Background: an optimization exercise with open tools, aiming at small area, a short achievable clock period and few clock cycles. Do not read the settings as production practice. The RTL was checked by simulation tests, not by an equivalence proof against the original design. No activity file was given, so power comes from the tool's default toggle rates.

==> inputs of run a <==
==> flow/design.v (excerpt) <==
module mc_cpu #(
  parameter int          ADDR_W     = 12,
  parameter logic [31:0] RESET_PC   = 32'h0000_0000,
  parameter int          NREGS_LOG2 = 5
) (
  input  logic              clk,
  input  logic              rst,
  output logic              mem_req,
  output logic              mem_we,
  output logic [ADDR_W-1:0] mem_addr,
  output logic [31:0]       mem_wdata,
  input  logic [31:0]       mem_rdata,
  input  logic              mem_ready,
  output logic [31:0]       dout,
  output logic              halted,
  output logic              illegal,
  output logic [31:0]       dbg_pc
);
==> module mc_cpu, before the edit <==
module mc_cpu #(
  parameter int          ADDR_W     = 12,
  parameter logic [31:0] RESET_PC   = 32'h0000_0000,
  parameter int          NREGS_LOG2 = 5
) (
  input  logic              clk,
  input  logic              rst,
  output logic              mem_req,
  output logic              mem_we,
  output logic [ADDR_W-1:0] mem_addr,
  output logic [31:0]       mem_wdata,
  input  logic [31:0]       mem_rdata,
  input  logic              mem_ready,
  output logic [31:0]       dout,
  output logic              halted,
  output logic              illegal,
  output logic [31:0]       dbg_pc
);
  logic [31:0] pc_q, dout_q;
  logic halted_q, illegal_q;
  logic e_alu, e_addi, e_lw, e_sw, e_beq, e_bgtz;    
  logic e_sub, e_and, e_or, e_slt;                   
  logic e_wr;                                        
  logic e_byp;                                       
  logic [4:0] e_dst;
  logic [31:0] a_q, b_q, e_imm;
  logic [5:0] f_op, f_fn;
  logic [4:0] f_rs, f_rt, f_rd;
  logic [31:0] f_simm;
  logic f_rok, f_addi, f_lw, f_sw, f_beq, f_bgtz, f_j, f_halt, f_stop;
  logic [31:0] sum, alu_y, wb_data, rf_a, rf_b, tgt4, pc4, f_pc4;
  logic [11:0] ea;
  logic [ADDR_W-1:2] tgt;
  logic lt, taken, e_mem, adv, f_done, rf_we;
  assign f_op = mem_rdata[31:26];
  assign f_fn = mem_rdata[5:0];
  assign f_rs = mem_rdata[25:21];
  assign f_rt = mem_rdata[20:16];
  assign f_rd = mem_rdata[15:11];
  assign f_simm = {{16{mem_rdata[15]}}, mem_rdata[15:0]};
  assign f_rok = f_op == mc_cpu_pkg::OP_R && (f_fn == mc_cpu_pkg::FN_ADD || f_fn == mc_cpu_pkg::FN_SUB ||
                 f_fn == mc_cpu_pkg::FN_AND || f_fn == mc_cpu_pkg::FN_OR || f_fn == mc_cpu_pkg::FN_SLT);
  assign f_addi = f_op == mc_cpu_pkg::OP_ADDI;
  assign f_lw = f_op == mc_cpu_pkg::OP_LW;
  assign f_sw = f_op == mc_cpu_pkg::OP_SW;
  assign f_beq = f_op == mc_cpu_pkg::OP_BEQ;
  assign f_bgtz = f_op == mc_cpu_pkg::OP_BGTZ;
  assign f_j = f_op == mc_cpu_pkg::OP_J;
  assign f_halt = f_op == mc_cpu_pkg::OP_HALT;
  assign f_stop = !(f_rok || f_addi || f_lw || f_sw || f_beq || f_bgtz || f_j);
  assign sum = a_q + (e_addi ? e_imm : (e_sub | e_slt) ? ~b_q : b_q) + {31'd0, e_sub | e_slt};
  assign lt = (a_q[31] ^ b_q[31]) ? a_q[31] : sum[31];
  assign alu_y = e_and ? a_q & b_q : e_or ? a_q | b_q : e_slt ? {31'd0, lt} : sum;
  assign wb_data = e_lw ? mem_rdata : alu_y;
  assign taken = (e_beq && a_q == b_q) || (e_bgtz && !a_q[31] && a_q != 32'd0);
  assign tgt = pc_q[ADDR_W-1:2] + e_imm[ADDR_W-3:0];
  assign pc4 = pc_q + 32'd4;
  assign tgt4 = pc4 + {e_imm[29:0], 2'b00};
  assign f_pc4 = taken ? tgt4 : pc4;
  assign ea = a_q[11:0] + e_imm[11:0];
  assign e_mem = e_lw || e_sw;
  assign mem_req = !halted_q;
  assign mem_we = e_sw;
  assign mem_addr = {e_mem ? ea[ADDR_W-1:2] : taken ? tgt : pc_q[ADDR_W-1:2], 2'b00};
  assign mem_wdata = b_q;
  assign dout = dout_q;
  assign halted = halted_q;
  assign illegal = illegal_q;
  assign dbg_pc = pc_q;
  assign adv = mem_ready && !halted_q;
  assign f_done = adv && !e_mem;
  assign rf_we = adv && e_wr;
  mc_regfile u_rf (
    .clk(clk), .rst(rst), .we_i(rf_we), .waddr_i(e_dst), .wdata_i(wb_data),
    .raddr_a_i(f_rs), .raddr_b_i(f_rt), .rdata_a_o(rf_a), .rdata_b_o(rf_b)
  );
  always_ff @(posedge clk)
    if (rst) begin
      pc_q <= RESET_PC;
      dout_q <= '0;
      halted_q <= 1'b0;
      illegal_q <= 1'b0;
      {e_alu, e_addi, e_lw, e_sw, e_beq, e_bgtz} <= '0;
      {e_sub, e_and, e_or, e_slt, e_wr, e_byp} <= '0;
      e_dst <= '0;
      a_q <= '0;
      b_q <= '0;
      e_imm <= '0;
    end else begin
      if (rf_we) dout_q <= wb_data;
      if (adv && e_mem) begin
        {e_alu, e_addi, e_lw, e_sw, e_beq, e_bgtz} <= '0;
        {e_wr, e_byp} <= '0;
      end
      if (f_done) begin
        pc_q <= f_j ? {f_pc4[31:28], mem_rdata[25:0], 2'b00} : f_pc4;
        halted_q <= f_stop;
        illegal_q <= f_stop && !f_halt;
        e_alu <= f_rok;
        e_addi <= f_addi;
        e_lw <= f_lw;
        e_sw <= f_sw;
        e_beq <= f_beq;
        e_bgtz <= f_bgtz;
        e_sub <= f_fn == mc_cpu_pkg::FN_SUB && f_rok;
        e_and <= f_fn == mc_cpu_pkg::FN_AND && f_rok;
        e_or <= f_fn == mc_cpu_pkg::FN_OR && f_rok;
        e_slt <= f_fn == mc_cpu_pkg::FN_SLT && f_rok;
        e_wr <= f_rok || f_addi || f_lw;
        e_byp <= (f_rok ? f_rd : f_rt) != 5'd0 && (f_rok || f_addi);
        e_dst <= f_rok ? f_rd : f_rt;
        a_q <= (e_byp && e_dst == f_rs) ? alu_y : rf_a;
        b_q <= (e_byp && e_dst == f_rt) ? alu_y : rf_b;
        e_imm <= f_simm;
      end
    end
endmodule
make LEC_CHECK=0 CAP_MARGIN=20 CORE_MARGIN=2 CORE_UTILIZATION=40 PLACE_DENSITY=0.6 SLEW_MARGIN=20 finish   # period 9.0 ns
run.sh (not shown) runs the stock make flow with config.mk's settings and CLKGATE_MAP_FILE= SYNTH_SCRIPT=/design/flow/synth_recipe.tcl, a recipe that flattens the netlist after the stock synthesis.
==> run b: changes against run a <==
--- a/flow/design.v
+++ b/flow/design.v
@@ -61,8 +61,9 @@
   logic [31:0] f_simm;
   logic f_rok, f_addi, f_lw, f_sw, f_beq, f_bgtz, f_j, f_halt, f_stop;
-  logic [31:0] sum, alu_y, wb_data, rf_a, rf_b, tgt4, pc4, f_pc4;
+  logic [31:0] bx, sum, alu_y, wb_data, rf_a, rf_b, tgt4, pc4, f_pc4;
   logic [11:0] ea;
-  logic [ADDR_W-1:2] tgt;
-  logic lt, taken, e_mem, adv, f_done, rf_we;
+  logic [32:0] sum33;
+  logic [ADDR_W-1:2] tgt, nxt;
+  logic ab_eq, a_pos, lt, taken, e_mem, adv, f_done, rf_we;
   assign f_op = mem_rdata[31:26];
   assign f_fn = mem_rdata[5:0];
@@ -81,18 +82,22 @@
   assign f_halt = f_op == mc_cpu_pkg::OP_HALT;
   assign f_stop = !(f_rok || f_addi || f_lw || f_sw || f_beq || f_bgtz || f_j);
-  assign sum = a_q + (e_addi ? e_imm : (e_sub | e_slt) ? ~b_q : b_q) + {31'd0, e_sub | e_slt};
+  assign bx = e_addi ? e_imm : (e_sub | e_slt) ? ~b_q : b_q;
+  assign sum33 = {a_q, 1'b1} + {bx, e_sub | e_slt};
+  assign sum = sum33[32:1];
   assign lt = (a_q[31] ^ b_q[31]) ? a_q[31] : sum[31];
   assign alu_y = e_and ? a_q & b_q : e_or ? a_q | b_q : e_slt ? {31'd0, lt} : sum;
   assign wb_data = e_lw ? mem_rdata : alu_y;
-  assign taken = (e_beq && a_q == b_q) || (e_bgtz && !a_q[31] && a_q != 32'd0);
-  assign tgt = pc_q[ADDR_W-1:2] + e_imm[ADDR_W-3:0];
+  mc_eq u_eq (.a_i(a_q), .b_i(b_q), .eq_o(ab_eq), .pos_o(a_pos));
+  assign taken = (e_beq && ab_eq) || (e_bgtz && a_pos);
+  mc_add #(.W(ADDR_W-2)) u_tgt_add (.a_i(pc_q[ADDR_W-1:2]), .b_i(e_imm[ADDR_W-3:0]), .y_o(tgt));
   assign pc4 = pc_q + 32'd4;
   assign tgt4 = pc4 + {e_imm[29:0], 2'b00};
   assign f_pc4 = taken ? tgt4 : pc4;
-  assign ea = a_q[11:0] + e_imm[11:0];
+  mc_add #(.W(12)) u_ea_add (.a_i(a_q[11:0]), .b_i(e_imm[11:0]), .y_o(ea));
   assign e_mem = e_lw || e_sw;
   assign mem_req = !halted_q;
   assign mem_we = e_sw;
-  assign mem_addr = {e_mem ? ea[ADDR_W-1:2] : taken ? tgt : pc_q[ADDR_W-1:2], 2'b00};
+  assign nxt = e_mem ? ea[ADDR_W-1:2] : pc_q[ADDR_W-1:2];
+  assign mem_addr = {taken ? tgt : nxt, 2'b00};
   assign mem_wdata = b_q;
   assign dout = dout_q;
@@ -148,2 +153,20 @@
     end
 endmodule
+module mc_add #(
+  parameter int W = 12
+) (
+  input  logic [W-1:0] a_i,
+  input  logic [W-1:0] b_i,
+  output logic [W-1:0] y_o
+);
+  assign y_o = a_i + b_i;
+endmodule
+module mc_eq (
+  input  logic [31:0] a_i,
+  input  logic [31:0] b_i,
+  output logic        eq_o,
+  output logic        pos_o
+);
+  assign eq_o = a_i == b_i;
+  assign pos_o = !a_i[31] && a_i != 32'd0;
+endmodule
SETUP_SLACK_MARGIN = 4.7   (was default)
SYNTH_HIERARCHICAL = 1   (was default)
SYNTH_MINIMUM_KEEP_SIZE = 0   (was default)
==> summary of the runs <==
Run a went through all stages and came out clean. Run b went through all stages and came out clean.
In run a the die area is lower than in run b, by 2.8%.
Against run b, the first-iteration DRC count of run a is smaller by 7.9%.
Against run b, the design area of run a is smaller by about 6.6%.
Worst hold slack: run b is better than run a (0.0036 ns).
Total power: run a is smaller than run b (about 3%).
Between run a and run b, the lower wire length is in run a (gap about 14%, measured against run b).
==> figures <==
Number of cells in the design after placement: run b 6887; run a 6546
Post-Synthesis Cells: run b 4994; run a 4707
Critical Path Max Stage Delay: run b 0.37 ns; run a 0.73 ns
Met2 Wirelength: run b 131000 µm; run a 114000 µm
Fin Clk Skew: run b 0.0621 ns; run a 0.0415 ns
Worst slew margin relative to its limit: run b 21.6%; run a 8.69%
Status: run b timing/DRC/antenna clean; run a timing/DRC/antenna clean
Vias in the first global route: run b 50400; run a 47700
Worst Reg2Reg Path Length in Cells: run b 15; run a 17
End point of the critical path: run b mem_addr[8]; run a mem_addr[9]
Number of H-tree levels: run b 3; run a 4
Signal inverters: run b 71; run a 96
Clock period minus final worst setup slack: run b 5.07 ns; run a 6.88 ns
Testbench counts of run a, summed over its fixed seeds: cycles 20,319.
Testbench counts of run b, summed over its fixed seeds: cycles 20,319.

==> afterwards: timing with drivers on the ports <==
No port has a modelled driver above. Below, the same layouts with a new extraction and two added sets of constraints. Step 1: set_driving_cell puts a clkbuf_16 on clk and a buf_2 on each other input, an assumption about the parent block. Step 2 adds t to the input delays and takes it off the output delays; t is the mean of the earliest and latest rising clock arrival at the registers after step 1. Input paths then give back, and output paths get back, about the clock's delay inside the block. a / b / c = ideal ports / drivers / drivers and shift; a / b = the first two.
| run | t (ns) | setup slack, ns | pins driven straight from the clock port |
|---|---|---|---|
| run a | 0.856 | 2.125 / 2.046 / 2.638 | 1 |
| run b | 0.857 | 3.927 / 3.850 / 3.572 | 1 |
After both steps setup and hold are still met in every run listed. For run b, which loses most, drivers alone change the setup slack by -0.077 ns; drivers and shift together by -0.355 ns.
